Context: an optimization exercise on an open-source flow, tuned for small area. The choices shown serve that exercise and are no tape-out recipe. RTL that was checked went through simulation tests only; none was proved equivalent to the original. Power is estimated from default activity; no workload was simulated. The clock port is modelled as an ideal driver; clocking choices that lean on that would not hold on a real chip.

main:
==> flow/design.v <==
`default_nettype none
module dcache_top (
  input  logic        CLK,
  input  logic        nRST,
  input  logic        cpu_ren,
  input  logic        cpu_wen,
  input  logic        cpu_halt,
  input  logic [31:0] cpu_addr,
  input  logic [31:0] cpu_store,
  output logic        cpu_hit,
  output logic [31:0] cpu_load,
  output logic        cpu_flushed,
  output logic        mem_ren,
  output logic        mem_wen,
  output logic [31:0] mem_addr,
  output logic [31:0] mem_store,
  input  logic        dwait,
  input  logic [31:0] dload
);
  localparam logic [3:0] IDLE    = 4'b0000;
  localparam logic [3:0] WB0     = 4'b0100;
  localparam logic [3:0] WB1     = 4'b0101;
  localparam logic [3:0] FILL0   = 4'b0010;
  localparam logic [3:0] FILL1   = 4'b0011;
  localparam logic [3:0] FCHK    = 4'b1000;
  localparam logic [3:0] FW0     = 4'b1100;
  localparam logic [3:0] FW1     = 4'b1101;
  localparam logic [3:0] FLUSHED = 4'b1001;
  logic [3:0]  state_q, state_d;
  logic [3:0]  cnt_q, cnt_d;    
  logic        st_flush, st_wen, st_ren, st_second, st_idle;
  assign st_flush  = state_q[3];
  assign st_wen    = state_q[2];
  assign st_ren    = state_q[1];
  assign st_second = state_q[0];
  assign st_idle   = (state_q == IDLE);
  logic [25:0] req_tag;
  logic [2:0]  req_index;
  logic        req_word;
  logic        req;
  assign req_tag   = cpu_addr[31:6];
  assign req_index = cpu_addr[5:3];
  assign req_word  = cpu_addr[2];
  assign req       = cpu_ren | cpu_wen;
  logic [15:0]       valid_q;    
  logic [15:0]       dirty_q;
  logic [15:0][25:0] tag_q;
  logic [7:0]        lru_q;      
  logic [31:0][31:0] data_q;     
  logic [2:0]  idx;
  assign idx = st_flush ? cnt_q[3:1] : req_index;
  logic        v0, v1, d0, d1, lru;
  logic [25:0] t0, t1;
  assign v0  = valid_q[{1'b0, idx}];
  assign v1  = valid_q[{1'b1, idx}];
  assign d0  = dirty_q[{1'b0, idx}];
  assign d1  = dirty_q[{1'b1, idx}];
  assign t0  = tag_q[{1'b0, idx}];
  assign t1  = tag_q[{1'b1, idx}];
  assign lru = lru_q[idx];
  logic m0, m1, hit;
  assign m0  = v0 && (t0 == req_tag);
  assign m1  = v1 && (t1 == req_tag);
  assign hit = m0 | m1;
  logic way;
  assign way = st_idle ? m1 : cnt_q[0];
  logic victim_way, need_wb;
  assign victim_way = !v0 ? 1'b0 : !v1 ? 1'b1 : lru;
  assign need_wb    = v0 && v1 && (lru ? d1 : d0);
  logic        rd_word;
  logic [31:0] rd_data;
  assign rd_word = st_wen ? st_second : req_word;
  assign rd_data = data_q[{way, idx, rd_word}];
  logic [25:0] sel_tag;
  assign sel_tag = cnt_q[0] ? t1 : t0;
  assign cpu_load    = rd_data;
  assign mem_store   = rd_data;
  assign mem_ren     = st_ren;
  assign mem_wen     = st_wen;
  assign cpu_flushed = (state_q == FLUSHED);
  assign mem_addr    = {st_wen ? sel_tag : req_tag, idx,
                        st_wen ? st_second : (req_word ^ st_second), 2'b00};
  logic hit_now;
  assign hit_now = st_idle && req && hit;
  assign cpu_hit = hit_now || (st_ren && st_second && !dwait);
  logic        we;
  logic        wr_word;
  logic [31:0] wr_data;
  assign we      = st_ren || (hit_now && cpu_wen);
  assign wr_word = req_word ^ st_second;
  assign wr_data = (cpu_wen && !st_second) ? cpu_store : dload;
  logic [15:0] line_sel;
  for (genvar l = 0; l < 16; l++)
  begin : g_sel
    assign line_sel[l] = ({way, idx} == 4'(l));
  end
  for (genvar l = 0; l < 16; l++)
  begin : g_line
    always_ff @(posedge CLK, negedge nRST)
    begin
      if (!nRST)
        valid_q[l] <= 1'b0;
      else if (line_sel[l] && we)
        valid_q[l] <= 1'b1;
      else if (line_sel[l] && st_flush)
        valid_q[l] <= 1'b0;
    end
    always_ff @(posedge CLK)
    begin
      if (line_sel[l] && we)
      begin
        dirty_q[l] <= cpu_wen;
        tag_q[l]   <= req_tag;
      end
    end
    for (genvar w = 0; w < 2; w++)
    begin : g_word
      always_ff @(posedge CLK)
      begin
        if (line_sel[l] && we && wr_word == 1'(w))
          data_q[{l, 1'(w)}] <= wr_data;
      end
    end
  end
  for (genvar s = 0; s < 8; s++)
  begin : g_lru
    always_ff @(posedge CLK)
    begin
      if (idx == 3'(s) && (hit_now || st_ren))
        lru_q[s] <= !way;
    end
  end
  always_ff @(posedge CLK, negedge nRST)
  begin
    if (!nRST)
      state_q <= IDLE;
    else
      state_q <= state_d;
  end
  always_ff @(posedge CLK)
  begin
    cnt_q <= cnt_d;
  end
  logic line_done;
  assign line_done = (state_q == FCHK && !(cnt_q[0] ? v1 && d1 : v0 && d0))
                  || (state_q == FW1 && !dwait);
  always_comb
  begin
    state_d = state_q;
    cnt_d   = cnt_q;
    case (state_q)
      IDLE:
      begin
        cnt_d = {3'b000, req && victim_way};
        if (req)
        begin
          if (!hit)
            state_d = need_wb ? WB0 : FILL0;
        end
        else if (cpu_halt)
          state_d = FCHK;
      end
      WB0:     if (!dwait) state_d = WB1;
      WB1:     if (!dwait) state_d = FILL0;
      FILL0:   if (!dwait) state_d = FILL1;
      FILL1:   if (!dwait) state_d = IDLE;
      FCHK:    if (!line_done) state_d = FW0;
      FW0:     if (!dwait) state_d = FW1;
      FW1:     ;  
      FLUSHED: state_d = FLUSHED;
      default: state_d = IDLE;
    endcase
    if (line_done)
    begin
      cnt_d   = cnt_q + 4'd1;
      state_d = (cnt_q == 4'd15) ? FLUSHED : FCHK;
    end
  end
endmodule
`default_nettype wire
Settings: LEC_CHECK=0, ABC_AREA=1, CAP_MARGIN=20, CORE_MARGIN=2, CORE_UTILIZATION=40, SLEW_MARGIN=20; clock period 12.0 ns.
run.sh (not shown) runs the stock make flow with config.mk's settings and CLKGATE_MAP_FILE= SYNTH_SCRIPT=/design/flow/synth_recipe.tcl, a recipe that flattens the netlist after the stock synthesis.
--- input diff main..the feature branch ---
Settings: CORE_UTILIZATION changed from 40 to 65; PLACE_DENSITY newly set to 0.75.
Findings:
Where maximum resistive drop on vdd is concerned, main is better than the feature branch. The feature branch -> main: count of mapped cells out of synthesis delta 0, exact match. Comparing the feature branch and main, met3 track demand over resource in global routing is lower on main.

========
## P
dcache_top, a different RTL version from the one above (not shown whole).
Size: about 200 I/O pins.
clock: 12.0 ns
lec_check: 0
abc_area: 1
cap_margin: 5
core_margin: 2
core_utilization: 65
place_density: 0.75
slew_margin: 5
standard.sh (not shown) runs the stock make flow with config.mk's settings and CLKGATE_MAP_FILE= SYNTH_SCRIPT=/design/flow/synth_recipe.tcl, a recipe that flattens the netlist after the stock synthesis.
==> flow/flow/run.sh <==
#!/bin/bash
# Own layout flow: the standard ORFS flow (standard.sh) with two changes to
# synthesis, which otherwise runs synth_recipe.tcl unchanged:
#  - yosys synth also gets -noabc (no generic ABC pass before mapping), so the
#    RTL's and-or structure reaches the final mapping;
#  - the final ABC mapping uses flow/abc_amap.script (area-oriented).
# Extra make variables (port buffer cell, CTS options) come from flow/extra.mk.
# Every tool's output goes to a log of its own in this folder.
set -euo pipefail
W=$PWD
{
  cat <<'TCL'
# map combinational logic with flow/abc_amap.script instead of ORFS's script
proc abc {args} {
  set i [lsearch -exact $args -script]
  if {$i >= 0} { lset args [expr {$i + 1}] $::env(FLOW_ABC_SCRIPT) }
  yosys abc {*}$args
}
TCL
  sed 's/yosys synth -nofsm -noshare /yosys synth -nofsm -noshare -noabc /' synth_recipe.tcl
} > own_synth.tcl
grep -q -- '-nofsm -noshare -noabc' own_synth.tcl
export FLOW_ABC_SCRIPT=$W/flow/abc_amap.script
EXTRA=(SYNTH_SCRIPT=$W/own_synth.tcl)
if [[ -f flow/extra.mk ]]; then
  while read -r line; do [[ -n "$line" ]] && EXTRA+=("$line"); done < flow/extra.mk
fi
bash standard.sh "${EXTRA[@]}" synth > synth.log 2>&1
bash standard.sh "${EXTRA[@]}" finish > layout.log 2>&1
==> flow/flow/abc_amap.script <==
strash
dch
amap
topo
buffer -c -N 16
upsize -c
dnsize -c
==> flow/flow/extra.mk <==
BUFFER_PORTS_ARGS=-buffer_cell sky130_fd_sc_hd__buf_1
CTS_ARGS=-sink_clustering_enable -repair_clock_nets -dont_use_dummy_load -buf_list sky130_fd_sc_hd__clkbuf_16 -sink_clustering_size 30 -sink_clustering_max_diameter 80
diff inputs: P => Q
==> flow/flow/abc_amap.script <==
strash
dch
amap
topo
stime -c
upsize -c
dnsize -c
## What came out
Sort P and Q by simple-gate portion of the synthesized area desc -> top: Q
For the first-pass GRT wire length, Q came in about 3.6% lower than P did.
Looking at combinational cell fraction of total power, Q sits 0.5 points higher than P does.
Q completed end to end with timing, DRC and antenna clean.
Compared with P, Q shows a ratio of final minimum period to clock period that is 1.6 points higher.
Growth of design area from synthesis to finish is higher on Q
Critical path's slowest cell = sky130_fd_sc_hd__or4_1: Q; critical path's slowest cell = sky130_fd_sc_hd__nor3_4: P
Input changes introduced in R (baseline for comparison: Q):
==> flow/flow/abc_amap.script <==
strash
dch
amap
==> notes.md <==
- In terms of area growth from synthesis to layout, R and Q differ only marginally.
- [R vs Q] top fanout value on the critical path: higher in R
- Across both runs, placed wire-length estimate after detailed placement was lower for R than for Q.
- Routed wire in R totals less than in Q.
- R vs. Q: number of logic stages on the critical path including buffering moved down; clock period minus worst slack now sits lower; non-clock buffer count lower.
- On detailed-route via count, R and Q are basically level.
For S, these inputs were changed with respect to R:
==> flow/flow/abc_amap.script <==
strash
amap
## What came out
Synthesized cell count, S and R: smaller value in R
Delta (S minus R): final instance area barely changed; unique cell type count in the Yosys netlist went down; final layout net count shows an increase of 1.4%; fraction of standard cell area in multi-input logic shrank by 0.32 points.
Worst hold slack across all endpoints in S is 0.055 ns below R.
S against R: via count of the first global-routing pass went up by 179; pin count of the biggest net entering global routing up 12; synthesized area stayed essentially flat.

========
== zinc ==
Another version of the RTL of dcache_top (not shown whole).
Size in the first run: about 2900 cells after synthesis.
==> flow/design.v (excerpt) <==
module dcache_top (
  input  logic        CLK,
  input  logic        nRST,
  input  logic        cpu_ren,
  input  logic        cpu_wen,
  input  logic        cpu_halt,
  input  logic [31:0] cpu_addr,
  input  logic [31:0] cpu_store,
  output logic        cpu_hit,
  output logic [31:0] cpu_load,
  output logic        cpu_flushed,
  output logic        mem_ren,
  output logic        mem_wen,
  output logic [31:0] mem_addr,
  output logic [31:0] mem_store,
  input  logic        dwait,
  input  logic [31:0] dload
);
  localparam logic [3:0] IDLE    = 4'b0000;
  localparam logic [3:0] WB0     = 4'b0100;
  localparam logic [3:0] WB1     = 4'b0101;
  localparam logic [3:0] FILL0   = 4'b0010;
  localparam logic [3:0] FILL1   = 4'b0011;
  localparam logic [3:0] FCHK    = 4'b1000;
  localparam logic [3:0] FW0     = 4'b1100;
  localparam logic [3:0] FW1     = 4'b1101;
  localparam logic [3:0] FLUSHED = 4'b1001;
  logic [3:0]  state_q, state_d;
  logic [3:0]  cnt_q, cnt_d;    
  logic        st_flush, st_wen, st_ren, st_second, st_idle;
  assign st_flush  = state_q[3];
  assign st_wen    = state_q[2];
  assign st_ren    = state_q[1];
  assign st_second = state_q[0];
  assign st_idle   = (state_q == IDLE);
  logic [25:0] req_tag;
  logic [2:0]  req_index;
  logic        req_word;
  logic        req;
  assign req_tag   = cpu_addr[31:6];
  assign req_index = cpu_addr[5:3];
  assign req_word  = cpu_addr[2];
  assign req       = cpu_ren | cpu_wen;
  logic [15:0]       valid_q;    
  logic [15:0]       dirty_q;
  logic [15:0][25:0] tag_q;
  logic [7:0]        lru_q;      
  logic [31:0][31:0] data_q;     
  logic [2:0]  idx;
  assign idx = st_flush ? cnt_q[3:1] : req_index;
  logic [7:0]  set_oh;
  logic        v0, v1, d0, d1, lru;
  logic [25:0] t0, t1;
  always_comb
  begin
    for (int i = 0; i < 8; i++)
      set_oh[i] = (idx == 3'(i));
    v0 = 1'b0; v1 = 1'b0; d0 = 1'b0; d1 = 1'b0; lru = 1'b0;
    t0 = '0;   t1 = '0;
    for (int i = 0; i < 8; i++)
    begin
      v0  = v0  | (valid_q[i]     & set_oh[i]);
      v1  = v1  | (valid_q[8 + i] & set_oh[i]);
      d0  = d0  | (dirty_q[i]     & set_oh[i]);
      d1  = d1  | (dirty_q[8 + i] & set_oh[i]);
      lru = lru | (lru_q[i]       & set_oh[i]);
      t0  = t0  | (tag_q[i]       & {26{set_oh[i]}});
  ...
Settings: LEC_CHECK=0, ABC_AREA=1, CAP_MARGIN=20, CORE_MARGIN=2, CORE_UTILIZATION=65, CTS_BUF_LIST=sky130_fd_sc_hd__clkbuf_8, CTS_CLUSTER_DIAMETER=60, CTS_CLUSTER_SIZE=16, PLACE_DENSITY=0.75, SLEW_MARGIN=20; clock period 12.0 ns.
==> flow/flow/abc_amap.script <==
strash
dch -f
amap
==> flow/flow/extra.mk <==
BUFFER_PORTS_ARGS=-buffer_cell sky130_fd_sc_hd__buf_1
CTS_ARGS=-sink_clustering_enable -repair_clock_nets -dont_use_dummy_load -buf_list sky130_fd_sc_hd__clkbuf_8 -sink_clustering_size 16 -sink_clustering_max_diameter 60
Scripts as last shown in full above: flow/flow/run.sh
No stage failed in zinc, and the final checks on the layout all came back clean.
Relative to zinc, the following input files were edited for sierra:
- CTS_CLUSTER_DIAMETER no longer set, was 60
- SLEW_MARGIN now 5, was 20
- CTS_BUF_LIST no longer set, was sky130_fd_sc_hd__clkbuf_8
- CAP_MARGIN now 5, was 20
- CTS_CLUSTER_SIZE no longer set, was 16
==> flow/flow/extra.mk <==
BUFFER_PORTS_ARGS=-buffer_cell sky130_fd_sc_hd__buf_1
CTS_ARGS=-sink_clustering_enable -repair_clock_nets -dont_use_dummy_load -buf_list {sky130_fd_sc_hd__clkbuf_4 sky130_fd_sc_hd__clkbuf_8} -sink_clustering_size 12 -sink_clustering_max_diameter 60
Results
Between zinc and sierra, shortest clock period the worst path allows after layout is higher for zinc, sierra comes in under that. For zinc, the capture point of the worst path was mem_store[25], unlike sierra, where it was mem_store[14]. Looking at wire length, sierra sits 0.69% above zinc. Side by side, maximum resistive drop on vdd turned out higher in sierra than in zinc. When the final numbers for zinc and sierra were put side by side, the data arrival time of the critical path turned out to be greater in zinc. Going from zinc to sierra, via count normalized by instance count shrinks by about 0.5%. Between sierra and zinc, the number of cells after detailed placement figures differ only marginally.
Function was not checked in any run of this note: the RTL went through the layout flow alone.

-- re-timing with driven ports --
Ports are ideal in the flow. The routed layouts listed here were re-timed in OpenROAD.
Step 1 sets driving cells, clkbuf_16 on the clock port and buf_2 on the other inputs (assumed; they add their load-dependent delay and slew).
Step 2 moves the port delays by t, midway between the first and last clock arrival at a register: inputs arrive t later, outputs are due t later. That takes back most of the time a late clock gives input paths.
Three values: ideal, step 1, step 2; two values: the first two.
| run | t (ns) | setup slack, ns | hold slack, ns | latest minus earliest clock arrival (ns) | worst register clock-pin slew, ns |
|---|---|---|---|---|---|
| main | 0.863 | 1.809 / 1.774 / 1.774 | 0.478 / 0.478 / 0.478 | 0.090 / 0.091 | 0.06 / 0.06 |
| the feature branch | 0.840 | 1.683 / 1.658 / 1.658 | 0.482 / 0.482 / 0.482 | 0.022 / 0.022 | 0.07 / 0.07 |
| P | 0.722 | 0.682 / 0.645 / 0.645 | 0.557 / 0.557 / 0.557 | 0.115 / 0.115 | 0.11 / 0.11 |
| Q | 0.728 | 0.491 / 0.466 / 0.466 | 0.542 / 0.542 / 0.542 | 0.063 / 0.063 | 0.11 / 0.11 |
| R | 0.718 | 0.524 / 0.502 / 0.502 | 0.543 / 0.543 / 0.543 | 0.084 / 0.084 | 0.11 / 0.11 |
| S | 0.714 | 0.254 / 0.229 / 0.229 | 0.488 / 0.488 / 0.488 | 0.070 / 0.070 | 0.11 / 0.11 |
| zinc | 0.812 | 0.919 / 0.898 / 0.898 | 0.542 / 0.542 / 0.542 | 0.094 / 0.094 | 0.11 / 0.11 |
| sierra | 0.870 | 0.982 / 0.960 / 0.960 | 0.541 / 0.541 / 0.541 | 0.090 / 0.090 | 0.08 / 0.08 |
After both steps every run listed still meets setup and hold. The setup slack of P, which loses most, moves by -0.037 ns with the drivers and by -0.037 ns with both steps.
